Background: an optimization exercise with open tools, aiming at small area. Do not read the settings as production practice.
Function was checked by simulation only, so behaviour that the tests miss may differ from the original.
Power is estimated from default activity; no workload was simulated.

==> flow/design.v <==
module wbrf_wbit (input logic we, input logic we_n, input logic dp, input logic q,
                  output logic y);
  assign y = ~((we | q) & (we_n | dp));
endmodule
module wbrf_aoi222 (input logic a1, input logic a2, input logic b1, input logic b2,
                    input logic c1, input logic c2, output logic y);
  assign y = ~((a1 & a2) | (b1 & b2) | (c1 & c2));
endmodule
module wbrf_ao221 (input logic a1, input logic a2, input logic b1, input logic b2,
                   input logic c, output logic y);
  assign y = (a1 & a2) | (b1 & b2) | c;
endmodule
module wbrf_nand4 (input logic a, input logic b, input logic c, input logic d,
                   output logic y);
  assign y = ~(a & b & c & d);
endmodule
module wbrf_nand3 (input logic a, input logic b, input logic c, output logic y);
  assign y = ~(a & b & c);
endmodule
module wbrf_nand2 (input logic a, input logic b, output logic y);
  assign y = ~(a & b);
endmodule
module wbrf_or4 (input logic a, input logic b, input logic c, input logic d, output logic y);
  assign y = a | b | c | d;
endmodule
module wbrf_and2 (input logic a, input logic b, output logic y);
  assign y = a & b;
endmodule
module wbrf_and3 (input logic a, input logic b, input logic c, output logic y);
  assign y = a & b & c;
endmodule
module wbrf_or2 (input logic a, input logic b, output logic y);
  assign y = a | b;
endmodule
module wbrf_a21o (input logic a1, input logic a2, input logic b, output logic y);
  assign y = (a1 & a2) | b;
endmodule
module wbrf_hit (input logic we, input logic [4:0] a, input logic [4:0] b, output logic y);
  assign y = we && a == b;
endmodule
module wbrf_xor2 (input logic a, input logic b, output logic y);
  assign y = a ^ b;
endmodule
module wbrf_or3 (input logic a, input logic b, input logic c, output logic y);
  assign y = a | b | c;
endmodule
module wbrf_rdbit #(parameter bit EXTRA = 1'b0) (
  input  logic [31:0] sel,
  input  logic [31:0] d,
  input  logic        extra,
  output logic        y
);
  logic [9:0] l;
  logic [2:0] g;
  logic       h;
  for (genvar k = 0; k < 10; k++) begin : g_aoi
    wbrf_aoi222 u (.a1(sel[3*k]), .a2(d[3*k]), .b1(sel[3*k+1]), .b2(d[3*k+1]),
                   .c1(sel[3*k+2]), .c2(d[3*k+2]), .y(l[k]));
  end
  wbrf_nand4 u_n0 (.a(l[0]), .b(l[1]), .c(l[2]), .d(l[3]), .y(g[0]));
  wbrf_nand4 u_n1 (.a(l[4]), .b(l[5]), .c(l[6]), .d(l[7]), .y(g[1]));
  wbrf_nand2 u_n2 (.a(l[8]), .b(l[9]), .y(g[2]));
  wbrf_ao221 u_a  (.a1(sel[30]), .a2(d[30]), .b1(sel[31]), .b2(d[31]), .c(g[2]), .y(h));
  if (EXTRA) begin : g_x
    wbrf_or4 u_o (.a(g[0]), .b(g[1]), .c(h), .d(extra), .y(y));
  end else begin : g_n
    wbrf_or3 u_o (.a(g[0]), .b(g[1]), .c(h), .y(y));
  end
endmodule
module wbrf_rdport #(parameter logic [31:0] INIT = 32'h0) (
  input  logic [31:0]       sel,    
  input  logic              init,   
  input  logic              ph,
  input  logic [31:0]       wb_val,
  input  logic [31:1][31:0] regs,
  output logic [31:0]       y
);
  for (genvar b = 0; b < 32; b++) begin : g_bit
    logic [31:0] d;
    logic        yp;
    assign d[0] = wb_val[b];
    for (genvar i = 1; i < 32; i++) begin : g_d
      assign d[i] = regs[i][b];
    end
    wbrf_rdbit #(.EXTRA(INIT[b])) u (.sel(sel), .d(d), .extra(init), .y(yp));
    wbrf_xor2 u_x (.a(yp), .b(ph), .y(y[b]));
  end
endmodule
module wb_regfile #(
  parameter logic [31:0] SP_INIT = 32'h0001_0000
) (
  input  logic        clk_in,
  input  logic        rst_in,
  input  logic        rdy_in,
  input  logic [4:0]  wb_rd_addr,
  input  logic [31:0] wb_rd_val,
  input  logic [6:0]  wb_ins_type,
  input  logic        iss_valid,
  input  logic [4:0]  iss_rd_addr,
  input  logic [4:0]  rs1_addr,
  input  logic [4:0]  rs2_addr,
  output logic [31:0] rs1_val,
  output logic [31:0] rs2_val,
  output logic        rs1_busy,
  output logic        rs2_busy,
  output logic        stall_req
);
  logic [31:1][31:0] regs, regs_nxt;
  logic [31:1] valid, valid_nxt;
  logic [31:1] busy, busy_nxt;
  logic        op_we, wb_we, hit1, hit2, init1, init2, valid2_n;
  logic [3:0]  wlo, slo, rlo1, rlo2;
  logic [7:0]  whi, shi, rhi1, rhi2;
  logic [31:1] wr, wr_n, set;
  logic [31:0] sel1, sel2;
  logic        phase, ph1, ph2;
  logic [31:0] wb_dp;
  assign op_we = wb_ins_type == 7'b0110111 || wb_ins_type == 7'b0010111 ||
                 wb_ins_type == 7'b1101111 || wb_ins_type == 7'b1100111 ||
                 wb_ins_type == 7'b0000011 || wb_ins_type == 7'b0010011 ||
                 wb_ins_type == 7'b0110011;
  assign wb_we = op_we && wb_rd_addr != 5'd0;
  wbrf_hit u_hit1 (.we(wb_we), .a(wb_rd_addr), .b(rs1_addr), .y(hit1));
  wbrf_hit u_hit2 (.we(wb_we), .a(wb_rd_addr), .b(rs2_addr), .y(hit2));
  always_comb begin
    for (int j = 0; j < 4; j++) begin
      wlo[j]  = wb_rd_addr[1:0] == 2'(j);
      slo[j]  = iss_rd_addr[1:0] == 2'(j);
      rlo1[j] = rs1_addr[1:0] == 2'(j) && !hit1;
      rlo2[j] = rs2_addr[1:0] == 2'(j) && !hit2;
    end
    for (int k = 0; k < 8; k++) begin
      whi[k]  = wb_rd_addr[4:2] == 3'(k) && rdy_in && op_we;
      shi[k]  = iss_rd_addr[4:2] == 3'(k) && rdy_in && iss_valid;
      rhi1[k] = rs1_addr[4:2] == 3'(k);
      rhi2[k] = rs2_addr[4:2] == 3'(k);
    end
  end
  assign sel1[0] = hit1;
  assign sel2[0] = hit2;
  for (genvar i = 1; i < 32; i++) begin : g_dec
    wbrf_and2  u_wr  (.a(wlo[i % 4]), .b(whi[i / 4]), .y(wr[i]));
    wbrf_nand2 u_wrn (.a(wlo[i % 4]), .b(whi[i / 4]), .y(wr_n[i]));
    wbrf_and2  u_set (.a(slo[i % 4]), .b(shi[i / 4]), .y(set[i]));
    wbrf_and3  u_s1  (.a(rlo1[i % 4]), .b(rhi1[i / 4]), .c(valid[i]), .y(sel1[i]));
    wbrf_and3  u_s2  (.a(rlo2[i % 4]), .b(rhi2[i / 4]), .c(valid[i]), .y(sel2[i]));
    wbrf_a21o  u_bn  (.a1(busy[i]), .a2(wr_n[i]), .b(set[i]), .y(busy_nxt[i]));
    wbrf_or2   u_vn  (.a(valid[i]), .b(wr[i]), .y(valid_nxt[i]));
  end
  assign valid2_n = !valid[2];
  wbrf_and3 u_i1 (.a(rlo1[2]), .b(rhi1[0]), .c(valid2_n), .y(init1));
  wbrf_and3 u_i2 (.a(rlo2[2]), .b(rhi2[0]), .c(valid2_n), .y(init2));
  assign ph1 = phase && |sel1[31:1];
  assign ph2 = phase && |sel2[31:1];
  wbrf_rdport #(.INIT(SP_INIT)) u_rd1 (.sel(sel1), .init(init1), .ph(ph1), .wb_val(wb_rd_val),
                                       .regs(regs), .y(rs1_val));
  wbrf_rdport #(.INIT(SP_INIT)) u_rd2 (.sel(sel2), .init(init2), .ph(ph2), .wb_val(wb_rd_val),
                                       .regs(regs), .y(rs2_val));
  assign rs1_busy = busy[rs1_addr] && rs1_addr != 5'd0 && !hit1;
  assign rs2_busy = busy[rs2_addr] && rs2_addr != 5'd0 && !hit2;
  assign stall_req = rs1_busy || rs2_busy;
  for (genvar b = 0; b < 32; b++) begin : g_dp
    wbrf_xor2 u (.a(wb_rd_val[b]), .b(phase), .y(wb_dp[b]));
  end
  for (genvar i = 1; i < 32; i++) begin : g_wr
    for (genvar b = 0; b < 32; b++) begin : g_b
      wbrf_wbit u (.we(wr[i]), .we_n(wr_n[i]), .dp(wb_dp[b]), .q(regs[i][b]),
                   .y(regs_nxt[i][b]));
    end
  end
  always_ff @(posedge clk_in) regs <= regs_nxt;
  always_ff @(posedge clk_in or posedge rst_in) begin
    if (rst_in) begin
      phase <= 1'b0;
      valid <= '0;
      busy <= '0;
    end else begin
      phase <= !phase;
      valid <= valid_nxt;
      busy <= busy_nxt;
    end
  end
endmodule
==> flow/flow/run.sh <==
#!/bin/bash
# Standard ORFS layout (the standard.sh), with small port buffers: every input and
# output port still gets its own buffer, but a buf_2 instead of the slow clkdlybuf4s50_1
# that buffer_ports picks by default.
set -euo pipefail
export BUFFER_PORTS_ARGS="-buffer_cell sky130_fd_sc_hd__buf_2"
bash standard.sh > standard.log 2>&1
==> flow/standard.sh <==
#!/bin/bash
# synth_recipe.tcl (not shown) runs the flow's synth.tcl, then flattens the netlist and writes it again
# the make line also repeats each setting of config.mk as NAME=value (left out here)
make -C /OpenROAD-flow-scripts/flow DESIGN_CONFIG=/design/flow/config.mk WORK_HOME=/design/flow/orfs CLKGATE_MAP_FILE= SYNTH_SCRIPT=/design/flow/synth_recipe.tcl "${@:-finish}"
==> flow/config.mk <==
export PLATFORM = sky130hd
export DESIGN_NAME = wb_regfile
export DESIGN_NICKNAME = wb_regfile
export VERILOG_FILES = /design/flow/design.v
export SDC_FILE = /design/flow/constraint.sdc
export NUM_CORES = 8
export LEC_CHECK = 0
export CAP_MARGIN = 20
export CORE_MARGIN = 2
export CORE_UTILIZATION = 45
export CTS_BUF_LIST = sky130_fd_sc_hd__clkbuf_8
export CTS_CLUSTER_DIAMETER = 100
export CTS_CLUSTER_SIZE = 12
export SLEW_MARGIN = 20
export SYNTH_HIERARCHICAL = 1
export SYNTH_MINIMUM_KEEP_SIZE = 0
==> flow/constraint.sdc <==
create_clock -name core_clock -period 8.0 [get_ports {clk_in}]
set_input_delay 1.6000 -clock core_clock [delete_from_list [all_inputs] [get_ports {clk_in}]]
set_output_delay 1.6000 -clock core_clock [all_outputs]
set_load 0.01 [all_outputs]
==> results.toml, run 1 <==
[run_status]
status = "finished clean"

[worst_setup_path]
timing.setup.critical_path_class = "primary input to primary output"
rr_endpoint = "regs[857]"
r2r_setup_slack_ns = 5.03
setup.worst_path.end_class = "primary output"
critical_path.top_delay_family = "simple AND/OR/NAND/NOR gates"
cell_by_cell_listing_of_the_critical_path = "buf_2, nor2_1, o21ai_0, a21oi_1, o21a_1, and3_2, nor2b_1, and3_2, a222oi_1, nand4_1, or3_1, xor2_1, buf_2"
cp_max_fo = 33
worstPathBufferInverterCount = 2
reg2reg_from = "phase"
r2r_cells = 3
cpMaxStageDelayCell = "sky130_fd_sc_hd__nand4_1"
cp_data_required_time_ns = 6.40
critical_path.max_stage_delay_ns = 0.67
crit_arrival_ns = 5.70
critPathLaunchType = "primary input"

[routing]
drtAntennaViolNets = 0
vias = 42000
first_pass_iters = 14
totalWireLength_microns = 193000
remaining_drc_errors = 0
route.detailed.vias_per_inst = 8.27
drt_iter0_drc = 9575
wire_per_inst_microns = 38.0

[sta]
max-slew-margin-rel = 0.148
timing_worst_slew_pin_value_ns = 1.28
final.setup_skew_ns = 0.0421
achievable-frequency_mhz = 137
setup_repair_after_global_routing_missed_its_margin = "no"
final_min_period_over_clock_period = 0.913
fin_tns_setup_ns = 0
final-max-slew-violation-count = 0
period_needed_ns = 7.30
finalSetupViolCount = 0
hold_viol = 0

[logic_synthesis]
ys_async_sr_fraction = 0.0597
synth_edf_count = 0
synth.cell_area_sq_mm = 0.0399
mapped_cells = 3512
ys.warnings.count = 7
synth.net_count = 3585
syn_area_per_cell_sq_um = 11.3
synth_seq_area_share = 0.538
netlist_cell_types = 48
synth-seq-cells = 1055
yosys_most_used_dff = "sky130_fd_sc_hd__dfxtp_1"

[clock_network]
clk_transition_reported_paths_ns = 0.08
cts.root.buffer_cell = "sky130_fd_sc_hd__clkbuf_8"
clockBufferDepth = 3
post_cts_buffers = 0
hold_buffers = 0
ctsHtreeMaxLevel = 3
tritoncts = "yes"
num_cts_buffers = 98
insertion_delay_ns = 0.82
cts_sinks = 1055
cts_resized = 0

[floorplan]
die_height_microns = 302
die_x_microns = 302
design.portCount = 130
dieArea_sq_mm = 0.0910
core_sq_mm = 0.0881
start_util = 0.452
rows = 109

[hold_path]
hold_start = "regs[794]"
hold_ep = "regs[794]"
worst_hold_path_type = "flop to flop"
whs_path_depth = 1

[pwr]
power.density_mw_per_mm2 = 204
leakagePower_uw = 0.0173
ir_drop_uv = 147

[grt]
grt_pass1_wl_microns = 270000
maximum_number_of_pins_on_one_net_before_global_route_repair = 64
number_of_antenna_violations_at_the_first_check_in_global_routing = 12
number_of_global_route_vias_before_repair = 38300
grt-ovfl-total = 0
grt_use_total = 0.405

[layout]
layout.core_utilization = 0.512
layout.area.seq_sq_mm = 0.0214
multi_input_comb_area_sq_mm = 0.0188
mostFrequentLayoutCells = "sky130_fd_sc_hd__o22ai_1, sky130_fd_sc_hd__dfxtp_1, sky130_fd_sc_hd__a222oi_1"
post_route_cells_drive_above_1_share = 0.131
n_fill_cell = 8131
layout.nets = 3959
area_growth_from_synthesis_to_layout_pct = 13.2

[placed_design]
gp_congestion = 0.947
io_buffers = 129
post-dp-hpwl_microns = 113000

[flow_run]
drv.max_cap_violation_count = 0
==> flip-flops by register name (all words and copies together), names as in the netlist <==
signal  count
busy       31
valid      31
phase       1
regs      992
==> per-module statistics from Yosys, one instance, submodules excluded, excerpt <==
module       flops+latches  times used  area (sq um)
wbrf_wbit                0         992          6.26
wbrf_aoi222              0         640          10.0
wbrf_or2                 0          31          6.26
wbrf_a21o                0          31          7.51
wbrf_nand2               0          95          3.75
wbrf_and2                0          62          6.26
wbrf_or3                 0          62          6.26
wbrf_hit                 0           2          56.3
wbrf_nand4               0         128          6.26
wbrf_or4                 0           2          7.51
wbrf_and3                0          64          6.26
wbrf_ao221               0          64          10.0
wbrf_xor2                0          96          8.76
wb_regfile            1055           1         22900
==> where the power goes <==
| part | total [uW] | switching (uW) | internal, uW |
|---|---|---|---|
| Clock | 3000 | 1870 | 1130 |
| Combinational | 572 | 317 | 255 |
| Sequential | 5640 | 168 | 5470 |
==> metal layers <==
layer | up-vias | routed length [microns] | track usage
met3 | 744 | 30700 | 0.153
met5 | - | 40 | 0
li1 | 16800 | - | -
met2 | 3832 | 76500 | 0.555
met1 | 20600 | 70800 | 0.533
met4 | 8 | 14600 | 0.252
==> Yosys cell counts, types with 3 or more instances <==
cell type	instances	area [sq um]
sky130_fd_sc_hd__mux4_2	6	135
sky130_fd_sc_hd__nor2b_1	12	75.1
sky130_fd_sc_hd__clkbuf_1	6	22.5
sky130_fd_sc_hd__nand2b_1	3	18.8
sky130_fd_sc_hd__a21o_1	31	233
sky130_fd_sc_hd__mux2i_1	6	60.1
sky130_fd_sc_hd__or3_1	62	388
sky130_fd_sc_hd__xnor2_1	6	52.6
sky130_fd_sc_hd__nor3_1	10	50.1
sky130_fd_sc_hd__ha_1	10	125
sky130_fd_sc_hd__and3_1	68	425
sky130_fd_sc_hd__dfxtp_1	992	19900
sky130_fd_sc_hd__nor4_1	16	100
sky130_fd_sc_hd__inv_1	7	26.3
sky130_fd_sc_hd__a222oi_1	640	6410
sky130_fd_sc_hd__dfrtp_1	63	1580
sky130_fd_sc_hd__nand2_1	102	383
sky130_fd_sc_hd__nor3b_1	6	45.0
sky130_fd_sc_hd__nand3_1	8	40.0
sky130_fd_sc_hd__o22ai_1	992	6210
sky130_fd_sc_hd__xor2_1	106	928
sky130_fd_sc_hd__a21oi_1	3	15.0
sky130_fd_sc_hd__nand4_1	132	826
sky130_fd_sc_hd__a221o_1	64	641
sky130_fd_sc_hd__and3b_1	4	35.0
sky130_fd_sc_hd__mux4_1	8	210
sky130_fd_sc_hd__and2_1	64	400
sky130_fd_sc_hd__or2_1	32	200
sky130_fd_sc_hd__nor2_1	25	93.8
==> per-stage QoR <==
stage	setup slack, ns	hold WS (ns)	area [sq um]	std cells	power [uW]
after global placement	0.964	0.455	43500	4945	6290
after floorplan	0.139	0.439	39900	3512	6070
after CTS	1.01	0.483	45000	5062	9180
after global routing	0.712	0.493	45100	5070	9450
after detailed placement	1.01	0.457	43500	4945	6310
final	0.698	0.482	45100	5075	9210
==> how the worst max path moves through the flow <==
stage                   startpoint          end  slack [ns]  cells after the start
finish              wb_ins_type[2]  rs1_val[29]        0.70                     13
global route        wb_ins_type[3]  rs1_val[29]        0.71                     13
CTS                 wb_ins_type[2]  rs1_val[23]        1.01                     14
detailed placement  wb_ins_type[3]  rs1_val[23]        1.01                     14
global placement    wb_ins_type[2]  rs1_val[23]        0.96                     14
floorplan            wb_rd_addr[1]   rs1_val[0]        0.14                     11
==> final cells by class <==
class	instances	share of cell area
Antenna cell	7	0.000388
Multi-Input combinational cell	2440	0.416
Clock inverter	17	0.00213
Timing Repair Buffer	284	0.0431
Inverter	7	0.000582
Tap cell	1165	0.0323
Clock buffer	100	0.0305
Sequential cell	1055	0.475
==> kinds of logic after synthesis <==
| logic type | count (synthesis) | synth area share |
|---|---|---|
| XOR/XNOR | 114 | 0.0254 |
| AND/OR/NAND/NOR | 554 | 0.0798 |
| AO/OA/AOI/OAI | 1740 | 0.341 |
| flip-flops | 1055 | 0.538 |
| multiplexers | 22 | 0.0108 |
| buffers and inverters | 17 | 0.00204 |
| adder cells (fa/ha/maj) | 10 | 0.00314 |
==> inputs of run 2 (changes only) <==
==> flow/run.sh (new file) <==
#!/bin/bash
# synth_recipe.tcl (not shown) runs the flow's synth.tcl, then flattens the netlist and writes it again
# the make line also repeats each setting of config.mk as NAME=value (left out here)
make -C /OpenROAD-flow-scripts/flow DESIGN_CONFIG=/design/flow/config.mk WORK_HOME=/design/flow/orfs CLKGATE_MAP_FILE= SYNTH_SCRIPT=/design/flow/synth_recipe.tcl finish
--- a/flow/config.mk
+++ b/flow/config.mk
@@ -13,2 +13,3 @@
 export CTS_CLUSTER_SIZE = 12
+export SETUP_SLACK_MARGIN = 0.6
 export SLEW_MARGIN = 20
removed: flow/flow/run.sh
removed: flow/standard.sh
==> run 2 against run 1 <==
- flip-flop and latch count did not move
- critical path type unchanged
- sequential power hardly changed
- non-clock buffer count up 25
==> results.toml, run 2 <==
[hold_path]
hold_ep = "regs[858]"
whs_path_depth = 1
hold_start = "regs[858]"
worst_hold_path_type = "flop to flop"

[floorplan]
die_height_microns = 302
rows = 109
dieArea_sq_mm = 0.0910
die_x_microns = 302
design.portCount = 130
start_util = 0.452
core_sq_mm = 0.0881

[routing]
route.detailed.vias_per_inst = 8.27
remaining_drc_errors = 0
drt_iter0_drc = 10100
vias = 42200
drtAntennaViolNets = 0
totalWireLength_microns = 193000
wire_per_inst_microns = 37.9
first_pass_iters = 14

[layout]
layout.core_utilization = 0.526
layout.nets = 3983
max_flop_register = "regs"
layout_top_registers = "regs: 992 flops, busy: 31 flops, valid: 31 flops"
postLayoutCellArea_sq_mm = 0.0463
n_fill_cell = 8088
area_growth_from_synthesis_to_layout_pct = 16.2
number_of_flip_flops_under_the_largest_register_name = 992
mostFrequentLayoutCells = "sky130_fd_sc_hd__o22ai_1, sky130_fd_sc_hd__dfxtp_1, sky130_fd_sc_hd__a222oi_1"
post_route_cells_drive_above_1_share = 0.113

[sta]
final_min_period_over_clock_period = 0.944
setup_repair_after_global_routing_missed_its_margin = "yes"
final-max-slew-violation-count = 0
finalSetupViolCount = 0
period_needed_ns = 7.55
fin_tns_setup_ns = 0
final.setup_skew_ns = 0.0389
achievable-frequency_mhz = 132
max-slew-margin-rel = 0.156
timing_worst_slew_pin_value_ns = 1.27
hold_viol = 0

[clock_network]
insertion_delay_ns = 0.79
num_cts_buffers = 97
tritoncts = "yes"
ctsHtreeMaxLevel = 3
clk_transition_reported_paths_ns = 0.08
clockBufferDepth = 3
cts_sinks = 1055
hold_buffers = 0
cts.root.buffer_cell = "sky130_fd_sc_hd__clkbuf_8"

[logic_synthesis]
mapped_cells = 3512
synth-seq-cells = 1055
netlist_cell_types = 48
synth_edf_count = 0
synth_area_leaders = "sky130_fd_sc_hd__dfxtp_1, sky130_fd_sc_hd__a222oi_1, sky130_fd_sc_hd__o22ai_1"
synth.cell_area_sq_mm = 0.0399
synth_common_cells = "sky130_fd_sc_hd__dfxtp_1, sky130_fd_sc_hd__o22ai_1, sky130_fd_sc_hd__a222oi_1"
ys_async_sr_fraction = 0.0597
synth.net_count = 3585
synth_largest_area_cell = "sky130_fd_sc_hd__dfxtp_1"
ys.warnings.count = 7
syn_area_per_cell_sq_um = 11.3
yosys_most_used_dff = "sky130_fd_sc_hd__dfxtp_1"
synth_largest_type_area_fraction = 0.498
synth_seq_area_share = 0.538

[worst_setup_path]
r2r_setup_slack_ns = 5.24
cell_by_cell_listing_of_the_critical_path = "clkdlybuf4s50_1, xor2_1, nor4_1, and3_4, nor2b_1, buf_4, and3_2, buf_6, a222oi_1, nand4_1, or3_4, xor2_1, clkdlybuf4s50_1"
crit_arrival_ns = 5.95
cp_data_required_time_ns = 6.40
timing.setup.critical_path_class = "primary input to primary output"
reg2reg_from = "phase"
critPathLaunchType = "primary input"
cp_max_fo = 26
rr_endpoint = "regs[906]"
critical_path.max_stage_delay_ns = 0.56
cpMaxStageDelayCell = "sky130_fd_sc_hd__clkdlybuf4s50_1"
r2r_cells = 4
setup.worst_path.end_class = "primary output"

[pwr]
power.density_mw_per_mm2 = 199
p_sw_frac = 0.254
power.internal_uw = 6890
total_switching_power_uw = 2350
ir_drop_uv = 119
leakagePower_uw = 0.0175
power.combinational.fraction = 0.068
power.share.sequential = 0.611
clkPwrFrac = 0.322
p_total_uw = 9240

[placed_design]
place_area_sq_mm = 0.0445
post-dp-hpwl_microns = 115000
gp_congestion = 0.927
io_buffers = 129

[grt]
grt_pass1_wl_microns = 272000
maximum_number_of_pins_on_one_net_before_global_route_repair = 64
grt_use_total = 0.407
number_of_antenna_violations_at_the_first_check_in_global_routing = 9
number_of_global_route_vias_before_repair = 38100
grt-ovfl-total = 0

[flow_run]
drv.max_cap_violation_count = 0

[run_status]
status = "finished clean"
==> run 2: per-stage QoR <==
step           setup slack, ns  hold slack (ns)  std cells
6_report                 0.447            0.484       5097
5_1_grt                  0.415            0.495       5092
4_1_cts                  0.600            0.482       5089
3_5_place_dp             0.393            0.458       4974
3_3_place_gp             0.357            0.458       4974
2_1_floorplan            0.868            0.439       3512
==> run 2: kinds of logic after synthesis <==
| logic type | share of synthesized area |
|---|---|
| xor gates and xnor gates | 0.0254 |
| adders and majority gates | 0.00314 |
| buffers and inverters | 0.00204 |
| muxes | 0.0108 |
| DFF | 0.538 |
| and+or+nand+nor | 0.0798 |
| AOI/OAI and AO/OA | 0.341 |
==> run 2: area by class of cell <==
type                            count  area (sq um)  area share
Sequential cell                  1055         21400       0.463
Multi-Input combinational cell   2440         19000       0.409
Timing Repair Buffer              309          2960      0.0640
Tap cell                         1165          1460      0.0315
Clock buffer                       99          1360      0.0294
Clock inverter                     16          86.3     0.00186
Inverter                            7          26.3    0.000567
Antenna cell                        6          15.0    0.000324
==> run 2: modules after synthesis (local to each module, per instance), excerpt <==
module	times used	cell area [sq um]
wbrf_wbit	992	6.26
wbrf_or4	2	7.51
wbrf_a21o	31	7.51
wbrf_ao221	64	10.0
wb_regfile	1	22900
wbrf_nand2	95	3.75
wbrf_or2	31	6.26
wbrf_or3	62	6.26
==> run 2: worst max-delay path by stage <==
stage                    from     endpoint  slack (ns)  cells past startpoint
3_3_place_gp   wb_ins_type[2]  rs2_val[23]        0.36                     14
5_1_grt        wb_ins_type[2]  rs1_val[16]        0.41                     14
2_1_floorplan   wb_rd_addr[1]   rs1_val[0]        0.87                     11
6_report          rs1_addr[1]  rs1_val[23]        0.45                     13
4_1_cts        wb_ins_type[2]  rs2_val[10]        0.60                     16
3_5_place_dp   wb_ins_type[2]  rs2_val[23]        0.39                     14
==> run 2: metal layers <==
metal | part of all wire | vias up | GRT usage
met2 | 0.41 | 3744 | 0.577
met3 | 0.15 | 732 | 0.135
met5 | 0.00071 | - | 0.00847
li1 | - | 16800 | -
met1 | 0.36 | 20900 | 0.532
met4 | 0.074 | 6 | 0.253
==> run 2: worst max-delay path: cells and delay by family <==
family                 cells  cell delay, ns
AO/OA/AOI/OAI              1            0.42
XOR/XNOR                   2            0.38
buffers and inverters      4            1.51
AND/OR/NAND/NOR            6            2.04
==> run 2: timing repair <==
item	CTS	global route
setup buffers	0	0
cloned	0	0
gates resized for setup	17	72
pin swaps	4	54
setup endpoints to repair	64	64
==> run 2: power by group through the flow <==
stage                     combinational (uW)  sequential [uW]  clock, uW
after detailed placement                 606             5750          0
after global routing                     653             5670       3180
after global placement                   595             5750          0
after floorplan                          360             5710          0
final                                    624             5640       2970
after CTS                                606             5630       2970
==> inputs of run 3 (changes only) <==
==> flow/flow/run.sh (new file) <==
#!/bin/bash
# Standard ORFS layout (the standard.sh) with two changes:
# - every input and output port still gets its own buffer, but a buf_1 instead of the
#   slow clkdlybuf4s50_1 that buffer_ports picks by default;
# - before global placement, weak drivers of high-fanout nets (the per-register decode
#   gates) are upsized to their _4 variant, which is smaller than the driver plus the
#   buffer the resizer would otherwise add.
set -euo pipefail
export BUFFER_PORTS_ARGS="-buffer_cell sky130_fd_sc_hd__buf_1"
export PRE_GLOBAL_PLACE_TCL="$PWD/flow/upsize_drivers.tcl"
bash standard.sh > standard.log 2>&1
==> flow/flow/upsize_drivers.tcl (new file) <==
# upsize weak drivers of high-fanout nets to their _4 variant, where that is smaller than
# the driver plus a buffer
set up_map {and2_1 and2_4 and2_0 and2_4 and3_1 and3_4 or2_1 or2_4 or2_0 or2_4 a21o_1 a21o_2}
set n 0
foreach inst [[ord::get_db_block] getInsts] {
  set m [[$inst getMaster] getName]
  if {![regexp {^sky130_fd_sc_hd__(.*)$} $m -> short]} continue
  if {![dict exists $up_map $short]} continue
  set fo 0
  foreach it [$inst getITerms] {
    if {[$it isOutputSignal] && [$it getNet] != "NULL"} { set fo [expr {[llength [[$it getNet] getITerms]] - 1}] }
  }
  if {$fo >= 16} {
    $inst swapMaster [[ord::get_db] findMaster sky130_fd_sc_hd__[dict get $up_map $short]]
    incr n
  }
}
puts "hook: upsized $n drivers"
==> flow/standard.sh (new file) <==
#!/bin/bash
# synth_recipe.tcl (not shown) runs the flow's synth.tcl, then flattens the netlist and writes it again
# the make line also repeats each setting of config.mk as NAME=value (left out here)
make -C /OpenROAD-flow-scripts/flow DESIGN_CONFIG=/design/flow/config.mk WORK_HOME=/design/flow/orfs CLKGATE_MAP_FILE= SYNTH_SCRIPT=/design/flow/synth_recipe.tcl "${@:-finish}"
--- a/flow/config.mk
+++ b/flow/config.mk
@@ -13,3 +13,2 @@
 export CTS_CLUSTER_SIZE = 12
-export SETUP_SLACK_MARGIN = 0.6
 export SLEW_MARGIN = 20
removed: flow/run.sh
==> run 3 against run 2 <==
- worst hold slack got worse by 0.00053 ns
- flip-flop and latch count is the same
- sequential power is essentially flat
- critical endpoint is now rs2_val[1]
- die area stayed put
- synthesized cell count unchanged
- via count is 1.0% lower
- design area shrank 3.5%
- highest routed layer unchanged
==> results.toml, run 3 <==
[sta]
period_needed_ns = 7.55
final_min_period_over_clock_period = 0.944
setup_repair_after_global_routing_missed_its_margin = "no"
hold_viol = 0
hold_ws_ns = 0.483
timing_worst_slew_pin_value_ns = 1.12
final-max-slew-violation-count = 0
final.setup_skew_ns = 0.0601
achievable-frequency_mhz = 132
fin_tns_setup_ns = 0
finalSetupViolCount = 0
max-slew-margin-rel = 0.248
finalWorstSetupSlack_ns = 0.450

[worst_setup_path]
reg2reg_from = "phase"
rr_endpoint = "regs[793]"
crit_arrival_ns = 5.95
setup.worst_path.end_class = "primary output"
r2r_cells = 3
r2r_setup_slack_ns = 5.17
cp_max_fo = 33
cp_data_required_time_ns = 6.40
critPathLaunchType = "primary input"
timing.setup.critical_path_class = "primary input to primary output"

[layout]
number_of_flip_flops_under_the_largest_register_name = 992
multi_input_comb_area_sq_mm = 0.0191
layout_top_registers = "regs: 992 flops, busy: 31 flops, valid: 31 flops"
layout.nets = 3882
post_route_cells_drive_above_1_share = 0.0899
area_growth_from_synthesis_to_layout_pct = 12.1
layout.area.seq_sq_mm = 0.0214
max_flop_register = "regs"
n_fill_cell = 8167
layout.core_utilization = 0.507
mostFrequentLayoutCells = "sky130_fd_sc_hd__o22ai_1, sky130_fd_sc_hd__dfxtp_1, sky130_fd_sc_hd__a222oi_1"

[grt]
grt_use_total = 0.414
met1_usage = 0.532
grt.met2_usage = 0.564
number_of_antenna_violations_at_the_first_check_in_global_routing = 8
grtUsageMet3 = 0.150
grt-ovfl-total = 0
number_of_global_route_vias_before_repair = 38500
maximum_number_of_pins_on_one_net_before_global_route_repair = 64
grt_pass1_wl_microns = 275000
gr-max-usage-layer = "met2"

[routing]
vias = 41700
route.detailed.vias_per_inst = 8.34
drt_iter0_drc = 9675
wire_per_inst_microns = 39.3
first_pass_iters = 14
totalWireLength_microns = 197000
drtAntennaViolNets = 0
remaining_drc_errors = 0

[clock_network]
ctsHtreeMaxLevel = 3
cts_sinks = 1055
clockBufferDepth = 3
num_cts_buffers = 97
cts_resized = 0
post_cts_buffers = 0
tritoncts = "yes"
insertion_delay_ns = 0.79
cts.root.buffer_cell = "sky130_fd_sc_hd__clkbuf_8"
hold_buffers = 0
clk_transition_reported_paths_ns = 0.08

[flow_run]
drv.max_cap_violation_count = 0

[placed_design]
io_buffers = 129
gp_congestion = 0.956
post-dp-hpwl_microns = 108000
placement.setup.worst_slack_ns = 0.688

[logic_synthesis]
synth_edf_count = 0
synth_common_cells = "sky130_fd_sc_hd__dfxtp_1, sky130_fd_sc_hd__o22ai_1, sky130_fd_sc_hd__a222oi_1"
ys.warnings.count = 7
synth_largest_area_cell = "sky130_fd_sc_hd__dfxtp_1"
synth_seq_area_share = 0.538
netlist_cell_types = 48
ys_async_sr_fraction = 0.0597
synth-seq-cells = 1055
yosys_most_used_dff = "sky130_fd_sc_hd__dfxtp_1"
synth_area_leaders = "sky130_fd_sc_hd__dfxtp_1, sky130_fd_sc_hd__a222oi_1, sky130_fd_sc_hd__o22ai_1"
mapped_cells = 3512
synth.net_count = 3585
synth.cell_area_sq_mm = 0.0399
synth_largest_type_area_fraction = 0.498
syn_area_per_cell_sq_um = 11.3

[floorplan]
core_sq_mm = 0.0881
dieArea_sq_mm = 0.0910
die_x_microns = 302
rows = 109
design.portCount = 130
start_util = 0.452
die_height_microns = 302

[hold_path]
whs_path_depth = 1
worst_hold_path_type = "flop to flop"
hold_ep = "regs[702]"
hold_start = "regs[702]"

[pwr]
ir_drop_uv = 145
power.density_mw_per_mm2 = 206
leakagePower_uw = 0.0163

[run_status]
status = "finished clean"
[run 3: cell counts after synthesis]
Identical to the previous run, type by type.
[run 3: metrics by stage]
stage               std cells  cell area, sq um  total power (uW)
detailed placement       4871             43100              6310
CTS                      4987             44500              9150
global placement         4871             43100              6290
global route             4994             44700              9450
floorplan                3512             39900              6070
finish                   5003             44700              9190
[run 3: logic make-up (layout without fill, tap and decap cells)]
family,after synthesis,count (layout),share of synthesized area
AOI/OAI and AO/OA,1740,1740,0.341
DFF,1055,1055,0.538
and+or+nand+nor,554,554,0.0798
xor gates and xnor gates,114,114,0.0254
muxes,22,22,0.0108
buffers and inverters,17,331,0.00204
adders and majority gates,10,10,0.00314
other,0,12,0
[run 3: worst max path at each step]
stage	from	to	slack, ns	depth (start not counted)
2_1_floorplan	wb_rd_addr[1]	rs1_val[0]	0.14	11
3_3_place_gp	rs2_addr[2]	rs2_val[1]	0.81	13
3_5_place_dp	wb_rd_addr[1]	rs2_val[1]	0.69	15
4_1_cts	wb_rd_addr[1]	rs2_val[1]	0.67	15
5_1_grt	wb_rd_addr[1]	rs2_val[13]	0.46	15
6_report	wb_rd_addr[1]	rs2_val[1]	0.45	15
[run 3: metal layers]
layer,wire length [microns],vias up
met5,130,-
met4,16900,6
met3,30400,864
met2,78500,3843
met1,70600,20400
li1,-,16600
[run 3: layout make-up]
cell class	instances	share of cell area
clock inverters	16	0.00190
flip-flops and latches	1055	0.480
multi-input cells	2440	0.427
clock buffers	100	0.0308
repair buffers	208	0.0262
well taps	1165	0.0326
diodes	12	0.000672
inverters	7	0.000588
[run 3: critical path: stages]
cell and delay, ns:
sky130_fd_sc_hd__buf_1 0.17, sky130_fd_sc_hd__nor2_1 0.14, sky130_fd_sc_hd__buf_4 0.23, sky130_fd_sc_hd__nand2_1 0.09
sky130_fd_sc_hd__o21a_1 0.19, sky130_fd_sc_hd__and3_4 0.17, sky130_fd_sc_hd__nor2b_1 0.69, sky130_fd_sc_hd__and3_4 0.83
sky130_fd_sc_hd__nor4_1 0.11, sky130_fd_sc_hd__nand4_1 0.13, sky130_fd_sc_hd__nor2_1 0.07, sky130_fd_sc_hd__nor2_4 0.72
sky130_fd_sc_hd__buf_4 0.37, sky130_fd_sc_hd__xor2_1 0.19, sky130_fd_sc_hd__buf_1 0.19
[run 3: Yosys stat by module (local to each module, per instance), excerpt]
module	times used	cells	cell area, sq um	flip-flops and latches
wbrf_or3	62	1	6.26	0
wbrf_and3	64	1	6.26	0
wbrf_nand4	128	1	6.26	0
wbrf_aoi222	640	1	10.0	0
wbrf_nand2	95	1	3.75	0
wb_regfile	1	1231	22900	1055
wbrf_hit	2	7	56.3	0
wbrf_wbit	992	1	6.26	0
wbrf_or2	31	1	6.26	0
wbrf_and2	62	1	6.26	0
wbrf_or4	2	1	7.51	0
wbrf_a21o	31	1	7.51	0
wbrf_ao221	64	1	10.0	0
wbrf_xor2	96	1	8.76	0
[run 3: report_power, final]
group          switching [uW]  internal, uW  total [uW]
sequential                174          5470        5650
combinational             320           247         567
clock                    1850          1120        2980
total                    2350          6850        9190
==> inputs of run 4 (changes only) <==
--- a/flow/config.mk
+++ b/flow/config.mk
@@ -12,3 +12,3 @@
 export CTS_CLUSTER_DIAMETER = 100
-export CTS_CLUSTER_SIZE = 12
+export CTS_CLUSTER_SIZE = 15
 export SLEW_MARGIN = 20
==> run 4 against run 3 <==
- still clean
- clock skew decreased by 0.033 ns
- via count is essentially flat
- register-to-register slack got worse by 0.11 ns
- worst hold slack improved by 0.0037 ns
- largest cell class unchanged
==> results.toml, run 4 <==
[floorplan]
die_height_microns = 302
die_x_microns = 302
design.portCount = 130
rows = 109
core_sq_mm = 0.0881
dieArea_sq_mm = 0.0910
start_util = 0.452

[clock_network]
cts.root.buffer_cell = "sky130_fd_sc_hd__clkbuf_8"
clockBufferDepth = 3
ctsHtreeMaxLevel = 3
tritoncts = "yes"
cts_resized = 0
hold_buffers = 0
post_cts_buffers = 0
num_cts_buffers = 80
insertion_delay_ns = 0.78
cts_sinks = 1055
clk_transition_reported_paths_ns = 0.10

[placed_design]
gp_congestion = 0.956
place_area_sq_mm = 0.0431
post-dp-hpwl_microns = 108000
dpl.cell_count = 4871
io_buffers = 129

[logic_synthesis]
synth_largest_area_cell = "sky130_fd_sc_hd__dfxtp_1"
synth.net_count = 3585
synth.area.mux_share = 0.0108
synth_seq_area_share = 0.538
dominant_combinational_cell_family_by_area_after_synthesis = "compound AO/OA/AOI/OAI gates"
synth_common_cells = "sky130_fd_sc_hd__dfxtp_1, sky130_fd_sc_hd__o22ai_1, sky130_fd_sc_hd__a222oi_1"
mapped_cells = 3512
synth.cell_area_sq_mm = 0.0399
ys_async_sr_fraction = 0.0597
synth_area_leaders = "sky130_fd_sc_hd__dfxtp_1, sky130_fd_sc_hd__a222oi_1, sky130_fd_sc_hd__o22ai_1"
ys.warnings.count = 7
synth-compound-area-share = 0.341
synthXorXnorAreaFrac = 0.0254
syn_area_per_cell_sq_um = 11.3
netlist_cell_types = 48
synth_edf_count = 0
synth_largest_type_area_fraction = 0.498
synth_simple_gate_area_frac = 0.0798
synthAdderAreaFrac = 0.00314
synth-seq-cells = 1055
yosys_most_used_dff = "sky130_fd_sc_hd__dfxtp_1"

[sta]
hold_viol = 0
fin_tns_setup_ns = 0
achievable-frequency_mhz = 133
max-slew-margin-rel = 0.185
final.setup_skew_ns = 0.0271
final-max-slew-violation-count = 0
finalSetupViolCount = 0
timing_worst_slew_pin_value_ns = 1.22
hold_ws_ns = 0.487
period_needed_ns = 7.52
final_min_period_over_clock_period = 0.940
setup_repair_after_global_routing_missed_its_margin = "no"

[worst_setup_path]
critPathLaunchType = "primary input"
crit_arrival_ns = 5.92
cp_max_fo = 33
setup.worst_path.end_class = "primary output"
timing.setup.critical_path_class = "primary input to primary output"
cp_data_required_time_ns = 6.40

[routing]
drt_iter0_drc = 9628
wire_per_inst_microns = 39.5
totalWireLength_microns = 197000
drtAntennaViolNets = 0
remaining_drc_errors = 0
vias = 41700
route.detailed.vias_per_inst = 8.38
first_pass_iters = 15

[layout]
area_growth_from_synthesis_to_layout_pct = 11.4
postLayoutCellArea_sq_mm = 0.0444
mostFrequentLayoutCells = "sky130_fd_sc_hd__o22ai_1, sky130_fd_sc_hd__dfxtp_1, sky130_fd_sc_hd__a222oi_1"
max_flop_register = "regs"
stdcell_count = 4982
layout.nets = 3864
post_route_cells_drive_above_1_share = 0.0859
multi_input_comb_area_sq_mm = 0.0191
number_of_flip_flops_under_the_largest_register_name = 992
layout.area.seq_sq_mm = 0.0214
n_fill_cell = 8187
layout_top_registers = "regs: 992 flops, busy: 31 flops, valid: 31 flops"

[grt]
grt_pass1_wl_microns = 275000
maximum_number_of_pins_on_one_net_before_global_route_repair = 64
grt_use_total = 0.414
number_of_antenna_violations_at_the_first_check_in_global_routing = 8
grt-ovfl-total = 0
number_of_global_route_vias_before_repair = 38100

[hold_path]
worst_hold_path_type = "flop to flop"

[flow_run]
drv.max_cap_violation_count = 0

[pwr]
power.density_mw_per_mm2 = 202
leakagePower_uw = 0.0162
ir_drop_uv = 117

[run_status]
status = "finished clean"
## run 4: kinds of logic after synthesis
group,Yosys count
mux,22
compound gates,1740
simple gates,554
buf+inv,17
fa+ha+maj,10
xor+xnor,114
flops,1055
## run 4: path summary, 6_finish.rpt
| check | startpoint | end | slack [ns] | depth (start not counted) |
|---|---|---|---|---|
| setup / recovery | wb_rd_addr[1] | rs2_val[1] | 0.48 | 15 |
| hold / removal | regs[8] | regs[8] | 0.49 | 1 |
| setup reg to reg | phase | regs[674] | 5.06 | 3 |
| hold reg to reg | regs[8] | regs[8] | 0.49 | 1 |
| max in group asynchronous | rst_in | phase | 6.29 | 3 |
| min in group asynchronous | rst_in | busy[4] | 1.03 | 3 |
## run 4: layout make-up
class                   instances  share of cell area
inverters                       7            0.000592
clock buffers                  85              0.0263
diodes                         11            0.000620
multi-input cells            2440               0.430
clock inverters                12             0.00132
flip-flops and latches       1055               0.483
well taps                    1165              0.0328
repair buffers                207              0.0257
## run 4: Yosys stat by module, one instance, submodules excluded, excerpt
module | copies in the design | cell area, sq um | cells | flops+latches
wbrf_a21o | 31 | 7.51 | 1 | 0
wbrf_nand2 | 95 | 3.75 | 1 | 0
wbrf_ao221 | 64 | 10.0 | 1 | 0
wbrf_or3 | 62 | 6.26 | 1 | 0
wb_regfile | 1 | 22900 | 1231 | 1055
wbrf_and2 | 62 | 6.26 | 1 | 0
wbrf_and3 | 64 | 6.26 | 1 | 0
wbrf_xor2 | 96 | 8.76 | 1 | 0
wbrf_or2 | 31 | 6.26 | 1 | 0
wbrf_wbit | 992 | 6.26 | 1 | 0
wbrf_or4 | 2 | 7.51 | 1 | 0
wbrf_hit | 2 | 56.3 | 7 | 0
wbrf_aoi222 | 640 | 10.0 | 1 | 0
wbrf_nand4 | 128 | 6.26 | 1 | 0
## run 4: per-stage QoR
| step | utilization | setup WS (ns) | total power [uW] |
|---|---|---|---|
| final | 0.504 | 0.479 | 8990 |
| after global routing | 0.504 | 0.476 | 9230 |
| after CTS | 0.503 | 0.656 | 8930 |
| after detailed placement | 0.489 | 0.688 | 6310 |
| after global placement | 0.489 | 0.808 | 6290 |
| after floorplan | - | 0.139 | 6070 |
## run 4: worst max-delay path, stage by stage
cell and delay [ns]:
sky130_fd_sc_hd__buf_1 0.18, sky130_fd_sc_hd__nor2_1 0.14, sky130_fd_sc_hd__buf_4 0.23, sky130_fd_sc_hd__nand2_1 0.09
sky130_fd_sc_hd__o21a_1 0.19, sky130_fd_sc_hd__and3_4 0.17, sky130_fd_sc_hd__nor2b_1 0.69, sky130_fd_sc_hd__and3_4 0.76
sky130_fd_sc_hd__nor4_1 0.14, sky130_fd_sc_hd__nand4_1 0.15, sky130_fd_sc_hd__nor2_1 0.08, sky130_fd_sc_hd__nor2_4 0.70
sky130_fd_sc_hd__buf_4 0.37, sky130_fd_sc_hd__xor2_1 0.20, sky130_fd_sc_hd__buf_1 0.19
## run 4: power by group
group | internal, uW | switching (uW)
sequential | 5480 | 175
clock | 962 | 1810
combinational | 246 | 320
## run 4: metal layers
layer,GRT usage,up-vias,part of all wire
met4,0.293,8,0.082
met5,0.00741,-,0.00058
li1,-,16600,-
met1,0.534,20400,0.36
met3,0.148,856,0.15
met2,0.570,3855,0.40
==> inputs of run 5 (changes only) <==
--- a/flow/design.v
+++ b/flow/design.v
@@ -18,2 +18,5 @@
   assign y = ~(a & b & c);
+endmodule
+module wbrf_inv (input logic a, output logic y);
+  assign y = ~a;
 endmodule
@@ -68,2 +71,22 @@
   end
+endmodule
+module wbrf_busyrd (input logic [3:0] lo, input logic [7:0] hi, input logic [31:1] busy,
+                    output logic y);
+  logic [7:0] l, m;
+  logic [7:1] n;
+  logic [1:0] h;
+  logic       g;
+  wbrf_aoi222 u_l0 (.a1(lo[1]), .a2(busy[1]), .b1(lo[2]), .b2(busy[2]), .c1(lo[3]), .c2(busy[3]),
+                    .y(l[0]));
+  wbrf_inv u_m0 (.a(l[0]), .y(m[0]));
+  for (genvar k = 1; k < 8; k++) begin : g_k
+    wbrf_aoi222 u_l (.a1(lo[0]), .a2(busy[4*k]), .b1(lo[1]), .b2(busy[4*k+1]),
+                     .c1(lo[2]), .c2(busy[4*k+2]), .y(l[k]));
+    wbrf_nand2 u_n (.a(lo[3]), .b(busy[4*k+3]), .y(n[k]));
+    wbrf_nand2 u_m (.a(l[k]), .b(n[k]), .y(m[k]));
+  end
+  wbrf_aoi222 u_h0 (.a1(hi[0]), .a2(m[0]), .b1(hi[1]), .b2(m[1]), .c1(hi[2]), .c2(m[2]), .y(h[0]));
+  wbrf_aoi222 u_h1 (.a1(hi[3]), .a2(m[3]), .b1(hi[4]), .b2(m[4]), .c1(hi[5]), .c2(m[5]), .y(h[1]));
+  wbrf_nand2 u_g (.a(h[0]), .b(h[1]), .y(g));
+  wbrf_ao221 u_y (.a1(hi[6]), .a2(m[6]), .b1(hi[7]), .b2(m[7]), .c(g), .y(y));
 endmodule
@@ -111,3 +134,4 @@
   logic        op_we, wb_we, hit1, hit2, init1, init2, valid2_n;
-  logic [3:0]  wlo, slo, rlo1, rlo2;
+  logic [3:0]  wlo, wlo_n, slo, rlo1, rlo2;
+  logic [7:0]  whi_n;
   logic [7:0]  whi, shi, rhi1, rhi2;
@@ -127,2 +151,3 @@
       wlo[j]  = wb_rd_addr[1:0] == 2'(j);
+      wlo_n[j] = !wlo[j];
       slo[j]  = iss_rd_addr[1:0] == 2'(j);
@@ -133,2 +158,3 @@
       whi[k]  = wb_rd_addr[4:2] == 3'(k) && rdy_in && op_we;
+      whi_n[k] = !whi[k];
       shi[k]  = iss_rd_addr[4:2] == 3'(k) && rdy_in && iss_valid;
@@ -142,3 +168,3 @@
     wbrf_and2  u_wr  (.a(wlo[i % 4]), .b(whi[i / 4]), .y(wr[i]));
-    wbrf_nand2 u_wrn (.a(wlo[i % 4]), .b(whi[i / 4]), .y(wr_n[i]));
+    wbrf_or2   u_wrn (.a(wlo_n[i % 4]), .b(whi_n[i / 4]), .y(wr_n[i]));
     wbrf_and2  u_set (.a(slo[i % 4]), .b(shi[i / 4]), .y(set[i]));
@@ -158,4 +184,4 @@
                                        .regs(regs), .y(rs2_val));
-  assign rs1_busy = busy[rs1_addr] && rs1_addr != 5'd0 && !hit1;
-  assign rs2_busy = busy[rs2_addr] && rs2_addr != 5'd0 && !hit2;
+  wbrf_busyrd u_b1 (.lo(rlo1), .hi(rhi1), .busy(busy), .y(rs1_busy));
+  wbrf_busyrd u_b2 (.lo(rlo2), .hi(rhi2), .busy(busy), .y(rs2_busy));
   assign stall_req = rs1_busy || rs2_busy;
==> run 5 against run 4 <==
- critical path depth shrank 2
- sequential share of layout area grew 0.36 points
- clock skew is essentially flat
- clock-buffer cell count shrank 2
- non-clock buffer count grew 8
- power shrank 1.0%
- sequential power is essentially flat
- final cell count shrank 0.32%
- design area shrank 0.74%
- fmax shrank 2.0%
==> results.toml, run 5 <==
[pwr]
power.density_mw_per_mm2 = 202
ir_drop_uv = 142
leakagePower_uw = 0.0161

[sta]
timing_worst_slew_pin_value_ns = 1.18
period_needed_ns = 7.68
finalSetupViolCount = 0
fin_tns_setup_ns = 0
final_min_period_over_clock_period = 0.960
hold_viol = 0
achievable-frequency_mhz = 130
max-slew-margin-rel = 0.213
setup_repair_after_global_routing_missed_its_margin = "no"
final.setup_skew_ns = 0.0272
final-max-slew-violation-count = 0

[layout]
layout.nets = 3856
number_of_flip_flops_under_the_largest_register_name = 992
post_route_cells_drive_above_1_share = 0.0909
stdcell_count = 4966
postLayoutCellArea_sq_mm = 0.0441
layout_top_registers = "regs: 992 flops, busy: 31 flops, valid: 31 flops"
area_growth_from_synthesis_to_layout_pct = 11.6
max_flop_register = "regs"
mostFrequentLayoutCells = "sky130_fd_sc_hd__o22ai_1, sky130_fd_sc_hd__dfxtp_1, sky130_fd_sc_hd__a222oi_1"

[clock_network]
cts.root.buffer_cell = "sky130_fd_sc_hd__clkbuf_8"
hold_buffers = 0
insertion_delay_ns = 0.74
clk_transition_reported_paths_ns = 0.09
cts_sinks = 1055
clockBufferDepth = 3
ctsHtreeMaxLevel = 3
num_cts_buffers = 80
tritoncts = "yes"
post_cts_buffers = 0
cts_resized = 0

[placed_design]
post-dp-hpwl_microns = 111000
gp_congestion = 0.942
place_area_sq_mm = 0.0428
io_buffers = 129
dpl.cell_count = 4865

[routing]
vias = 41100
routed-wl-met2_microns = 75600
remaining_drc_errors = 0
drtAntennaViolNets = 0
first_pass_iters = 14
route.detailed.vias_per_inst = 8.28
wirelength_met1_microns = 69200
route.top_layer_used = "met5"
met3RoutedLength_microns = 30100
totalWireLength_microns = 190000
wire_per_inst_microns = 38.2
drt_iter0_drc = 10400

[worst_setup_path]
critPathLaunchType = "primary input"
critPathCapture = "rs2_val[3]"
cell_by_cell_listing_of_the_critical_path = "buf_1, o21bai_1, a21oi_2, nor3_1, and3_4, nor3b_2, and3_4, buf_4, a222oi_1, nand4_1, or3_1, xor2_1, buf_1"
critical_path.max_stage_delay_ns = 0.94
cp_data_required_time_ns = 6.40
rr_endpoint = "regs[865]"
timing.setup.critical_path_class = "primary input to primary output"
reg2reg_from = "phase"
critical_path.top_delay_family = "simple AND/OR/NAND/NOR gates"
r2r_setup_slack_ns = 5.15
cp.depth = 13
worstPathBufferInverterCount = 3
setup.worst_path.end_class = "primary output"
crit_arrival_ns = 6.08
r2r_cells = 4
cp_max_fo = 20
cpMaxStageDelayCell = "sky130_fd_sc_hd__nor3b_2"
worstSetupStartpoint = "wb_ins_type[4]"

[floorplan]
dieArea_sq_mm = 0.0902
design.portCount = 130
start_util = 0.455
die_x_microns = 300
die_height_microns = 300
rows = 108
core_sq_mm = 0.0869

[grt]
number_of_global_route_vias_before_repair = 37100
maximum_number_of_pins_on_one_net_before_global_route_repair = 64
grt_pass1_wl_microns = 266000
number_of_antenna_violations_at_the_first_check_in_global_routing = 11
grt_use_total = 0.400
grt-ovfl-total = 0

[hold_path]
worst_hold_path_type = "flop to flop"
hold_start = "regs[749]"
whs_path_depth = 1

[logic_synthesis]
syn_area_per_cell_sq_um = 11.3
yosys_most_used_dff = "sky130_fd_sc_hd__dfxtp_1"
synth_edf_count = 0
synth_largest_type_area_fraction = 0.503
ys_async_sr_fraction = 0.0597
ys.warnings.count = 7
synth.cell_area_sq_mm = 0.0395
netlist_cell_types = 34
synth_largest_area_cell = "sky130_fd_sc_hd__dfxtp_1"
synth_seq_area_share = 0.543
synth_common_cells = "sky130_fd_sc_hd__dfxtp_1, sky130_fd_sc_hd__o22ai_1, sky130_fd_sc_hd__a222oi_1"
synth-seq-cells = 1055
synth.net_count = 3561
synth_area_leaders = "sky130_fd_sc_hd__dfxtp_1, sky130_fd_sc_hd__a222oi_1, sky130_fd_sc_hd__o22ai_1"
mapped_cells = 3498

[run_status]
status = "finished clean"

[flow_run]
drv.max_cap_violation_count = 0
==> run 5: power by group <==
group / internal, uW / leakage, uW / switching, uW
sequential: 5480 / 0.00987 / 173
combinational: 218 / 0.00560 / 322
clock: 942 / 0.000652 / 1770
total: 6640 / 0.0161 / 2260
==> run 5: worst register-to-register path, stage by stage (launching register included) <==
cell,delay [ns]
sky130_fd_sc_hd__dfrtp_4,0.77
sky130_fd_sc_hd__buf_4,0.82
sky130_fd_sc_hd__xor2_2,0.46
sky130_fd_sc_hd__buf_4,0.45
sky130_fd_sc_hd__o22ai_1,0.18
==> run 5: cell families after synthesis <==
family,count (synthesis),synth area share
xor gates and xnor gates,106,0.0235
buffers and inverters,11,0.00124
AOI/OAI and AO/OA,1753,0.348
DFF,1055,0.543
and+or+nand+nor,573,0.0848
==> run 5: layout make-up <==
cell class	count	area, sq um
well taps	1155	1450
diodes	6	15.0
clock inverters	11	60.1
fillers	7974	42800
inverters	9	33.8
clock buffers	83	1140
multi-input cells	2432	18800
repair buffers	215	1160
flip-flops and latches	1055	21400
==> run 5: Yosys stat by module, one instance, submodules excluded, excerpt <==
module,cell area [sq um],flip-flops and latches,cells inside
wbrf_nand4,6.26,0,1
wbrf_inv,3.75,0,1
wb_regfile,22100,1055,1163
wbrf_ao221,10.0,0,1
wbrf_nand2,3.75,0,1
wbrf_and3,6.26,0,1
wbrf_aoi222,10.0,0,1
==> run 5: stage by stage <==
stage	setup slack, ns	util	hold slack, ns	total power (uW)
after global routing	0.368	0.507	0.497	9140
after global placement	0.700	0.493	0.463	6260
final	0.322	0.507	0.486	8900
after floorplan	0.446	-	0.439	6040
after CTS	0.526	0.507	0.486	8880
after detailed placement	0.532	0.493	0.470	6280
==> run 5: per-layer routing <==
metal / track usage / up-vias
met5: 0.00317 / -
met2: 0.551 / 3658
li1: - / 16600
met1: 0.532 / 20200
met3: 0.131 / 678
met4: 0.263 / 4
==> run 5: worst min path at each step <==
stage / endpoint / slack [ns]
2_1_floorplan: valid[10] / 0.44
3_5_place_dp: regs[280] / 0.47
4_1_cts: regs[699] / 0.49
6_report: regs[749] / 0.49
3_3_place_gp: regs[73] / 0.46
5_1_grt: regs[577] / 0.50
==> inputs of run 6 (changes only) <==
--- a/flow/config.mk
+++ b/flow/config.mk
@@ -13,2 +13,3 @@
 export CTS_CLUSTER_SIZE = 15
+export SETUP_SLACK_MARGIN = 0.3
 export SLEW_MARGIN = 20
==> run 6 against run 5 <==
- sequential share of layout area unchanged
- largest cell class unchanged
- sequential power about the same
- synthesized area unchanged
- clock skew unchanged
- non-clock buffer count unchanged
- still clean on timing, DRC and antenna
- worst setup slack unchanged
==> results.toml, run 6 <==
[logic_synthesis]
synth_largest_area_cell = "sky130_fd_sc_hd__dfxtp_1"
synth_area_leaders = "sky130_fd_sc_hd__dfxtp_1, sky130_fd_sc_hd__a222oi_1, sky130_fd_sc_hd__o22ai_1"
synth_seq_area_share = 0.543
yosys_most_used_dff = "sky130_fd_sc_hd__dfxtp_1"
netlist_cell_types = 34
synth.cell_area_sq_mm = 0.0395
syn_area_per_cell_sq_um = 11.3
synth-seq-cells = 1055
mapped_cells = 3498
synth_edf_count = 0
synth_common_cells = "sky130_fd_sc_hd__dfxtp_1, sky130_fd_sc_hd__o22ai_1, sky130_fd_sc_hd__a222oi_1"
ys_async_sr_fraction = 0.0597
ys.warnings.count = 7
synth.net_count = 3561
synth_largest_type_area_fraction = 0.503

[flow_run]
drv.max_cap_violation_count = 0

[hold_path]
hold_ep = "regs[749]"
worst_hold_path_type = "flop to flop"
whs_path_depth = 1
hold_start = "regs[749]"

[worst_setup_path]
timing.setup.critical_path_class = "primary input to primary output"
crit_arrival_ns = 6.08
r2r_cells = 4
setup.worst_path.end_class = "primary output"
r2r_setup_slack_ns = 5.15
cp_data_required_time_ns = 6.40
worstPathBufferInverterCount = 3
reg2reg_from = "phase"
rr_endpoint = "regs[865]"
critPathLaunchType = "primary input"
worstSetupStartpoint = "wb_ins_type[4]"
cp_max_fo = 20
critical_path.top_delay_family = "simple AND/OR/NAND/NOR gates"
cpMaxStageDelayCell = "sky130_fd_sc_hd__nor3b_2"
cell_by_cell_listing_of_the_critical_path = "buf_1, o21bai_1, a21oi_2, nor3_1, and3_4, nor3b_2, and3_4, buf_4, a222oi_1, nand4_1, or3_1, xor2_1, buf_1"
critical_path.max_stage_delay_ns = 0.94

[layout]
area_growth_from_synthesis_to_layout_pct = 11.6
post_route_cells_drive_above_1_share = 0.0909
layout_top_registers = "regs: 992 flops, busy: 31 flops, valid: 31 flops"
postLayoutCellArea_sq_mm = 0.0441
multi_input_comb_area_sq_mm = 0.0188
number_of_flip_flops_under_the_largest_register_name = 992
layout.nets = 3856
n_fill_cell = 7974
mostFrequentLayoutCells = "sky130_fd_sc_hd__o22ai_1, sky130_fd_sc_hd__dfxtp_1, sky130_fd_sc_hd__a222oi_1"
layout.area.seq_sq_mm = 0.0214
max_flop_register = "regs"

[clock_network]
num_cts_buffers = 80
clockBufferDepth = 3
ctsHtreeMaxLevel = 3
clk_transition_reported_paths_ns = 0.09
cts_resized = 0
cts.root.buffer_cell = "sky130_fd_sc_hd__clkbuf_8"
hold_buffers = 0
tritoncts = "yes"
cts_sinks = 1055
post_cts_buffers = 0
insertion_delay_ns = 0.74

[routing]
vias = 41100
remaining_drc_errors = 0
drt_iter0_drc = 10400
totalWireLength_microns = 190000
drtAntennaViolNets = 0
first_pass_iters = 14
wire_per_inst_microns = 38.2
route.detailed.vias_per_inst = 8.28

[grt]
number_of_antenna_violations_at_the_first_check_in_global_routing = 11
grt_use_total = 0.400
grt_pass1_wl_microns = 266000
maximum_number_of_pins_on_one_net_before_global_route_repair = 64
number_of_global_route_vias_before_repair = 37100
grt-ovfl-total = 0

[pwr]
power.density_mw_per_mm2 = 202
ir_drop_uv = 142
clkPwrFrac = 0.304
leakagePower_uw = 0.0161
power.internal_uw = 6640
total_switching_power_uw = 2260
p_sw_frac = 0.254
power.combinational.fraction = 0.061
power.share.sequential = 0.635

[sta]
period_needed_ns = 7.68
finalSetupViolCount = 0
hold_viol = 0
fin_tns_setup_ns = 0
final.setup_skew_ns = 0.0272
setup_repair_after_global_routing_missed_its_margin = "no"
final-max-slew-violation-count = 0
achievable-frequency_mhz = 130
finalWorstSetupSlack_ns = 0.322
max-slew-margin-rel = 0.213
final_min_period_over_clock_period = 0.960
timing_worst_slew_pin_value_ns = 1.18

[run_status]
status = "finished clean"

[placed_design]
post-dp-hpwl_microns = 111000
place_area_sq_mm = 0.0428
gp_congestion = 0.942
placement.setup.worst_slack_ns = 0.532
io_buffers = 129

[floorplan]
die_height_microns = 300
design.portCount = 130
rows = 108
start_util = 0.455
die_x_microns = 300
core_sq_mm = 0.0869
dieArea_sq_mm = 0.0902
==> run 6: cell counts in the layout (fill, tap and decap cells not counted) <==
No cell type changed its count.
==> run 6: cell families after synthesis <==
group                  after synthesis  share of synthesized area
AO/OA/AOI/OAI                     1753                      0.348
XOR/XNOR                           106                     0.0235
buffers and inverters               11                    0.00124
flip-flops                        1055                      0.543
AND/OR/NAND/NOR                    573                     0.0848
==> run 6: modules after synthesis (local to each module, per instance), a selection <==
module       copies in the design  cell area, sq um  cells inside  flops+latches
wb_regfile                      1             22100          1163           1055
wbrf_hit                        2              56.3             7              0
wbrf_ao221                     66              10.0             1              0
wbrf_aoi222                   660              10.0             1              0
wbrf_xor2                      96              8.76             1              0
wbrf_a21o                      31              7.51             1              0
wbrf_or4                        2              7.51             1              0
wbrf_and2                      62              6.26             1              0
wbrf_and3                      64              6.26             1              0
wbrf_nand4                    128              6.26             1              0
wbrf_or2                       62              6.26             1              0
wbrf_or3                       62              6.26             1              0
wbrf_wbit                     992              6.26             1              0
wbrf_inv                        2              3.75             1              0
wbrf_nand2                     94              3.75             1              0
==> run 6: power groups by stage <==
stage / Sequential, uW / Clock, uW / Combinational (uW)
after floorplan: 5710 / 0 / 326
after global placement: 5760 / 0 / 508
final: 5650 / 2710 / 540
after detailed placement: 5760 / 0 / 521
after CTS: 5640 / 2720 / 520
after global routing: 5680 / 2900 / 565
==> run 6: final cells by class <==
cell class	count	share of cell area
clock buffers	83	0.0259
repair buffers	215	0.0264
clock inverters	11	0.00136
diodes	6	0.000341
flip-flops and latches	1055	0.486
inverters	9	0.000766
multi-input cells	2432	0.426
well taps	1155	0.0328
==> run 6: routing by layer <==
metal	vias up	wire length, microns	track usage
met3	678	30100	0.131
li1	16600	-	-
met2	3658	75600	0.551
met5	-	30	0.00317
met4	4	14600	0.263
met1	20200	69200	0.532
==> run 6: how the worst max path moves through the flow <==
stage                  end  slack, ns  cells after the start
5_1_grt        rs1_val[20]       0.37                     14
6_report        rs2_val[3]       0.32                     13
3_5_place_dp    rs1_val[3]       0.53                     13
3_3_place_gp   rs1_val[20]       0.70                     14
2_1_floorplan   rs1_val[0]       0.45                     11
4_1_cts         rs1_val[3]       0.53                     13
==> run 6: metrics by stage <==
step / utilization / power, uW / hold WS [ns] / instances
3_3_place_gp: 0.493 / 6260 / 0.463 / 4865
4_1_cts: 0.507 / 8880 / 0.486 / 4959
5_1_grt: 0.507 / 9140 / 0.497 / 4963
3_5_place_dp: 0.493 / 6280 / 0.470 / 4865
2_1_floorplan: - / 6040 / 0.439 / 3498
6_report: 0.507 / 8900 / 0.486 / 4966

[port drivers added, routing unchanged]
No port has a modelled driver above. Below, the same layouts with a new extraction and two added sets of constraints.
Step 1 assumes that a clkbuf_16 drives the clock port and a buf_2 every other input.
Step 2, shift: input delay + t, output delay - t, t = (earliest + latest rising clock arrival at the registers) / 2. This alone moves slack from input paths to output paths.
Three values: no drivers, after step 1, after step 2; two values: the first two.
| run | t, ns | setup WS [ns] | latest minus earliest clock arrival (ns) | slew at the worst register clock pin (ns) | worst data-port slew with drivers (ns) |
|---|---|---|---|---|---|
| run 1 | 0.855 | 0.698 / 0.678 / 0.678 | 0.055 / 0.055 | 0.09 / 0.09 | 0.09 |
| run 2 | 0.830 | 0.447 / 0.424 / 0.424 | 0.054 / 0.054 | 0.10 / 0.10 | 0.04 |
| run 3 | 0.831 | 0.450 / 0.429 / 0.429 | 0.063 / 0.064 | 0.10 / 0.10 | 0.07 |
| run 4 | 0.826 | 0.479 / 0.458 / 0.458 | 0.047 / 0.048 | 0.11 / 0.11 | 0.07 |
| run 5 | 0.804 | 0.322 / 0.301 / 0.301 | 0.046 / 0.047 | 0.12 / 0.12 | 0.09 |
| run 6 | 0.804 | 0.322 / 0.301 / 0.301 | 0.046 / 0.047 | 0.12 / 0.12 | 0.09 |
After both steps setup and hold are still met in every run listed. The setup slack of run 2, which loses most, moves by -0.023 ns with the drivers and by -0.023 ns with both steps.
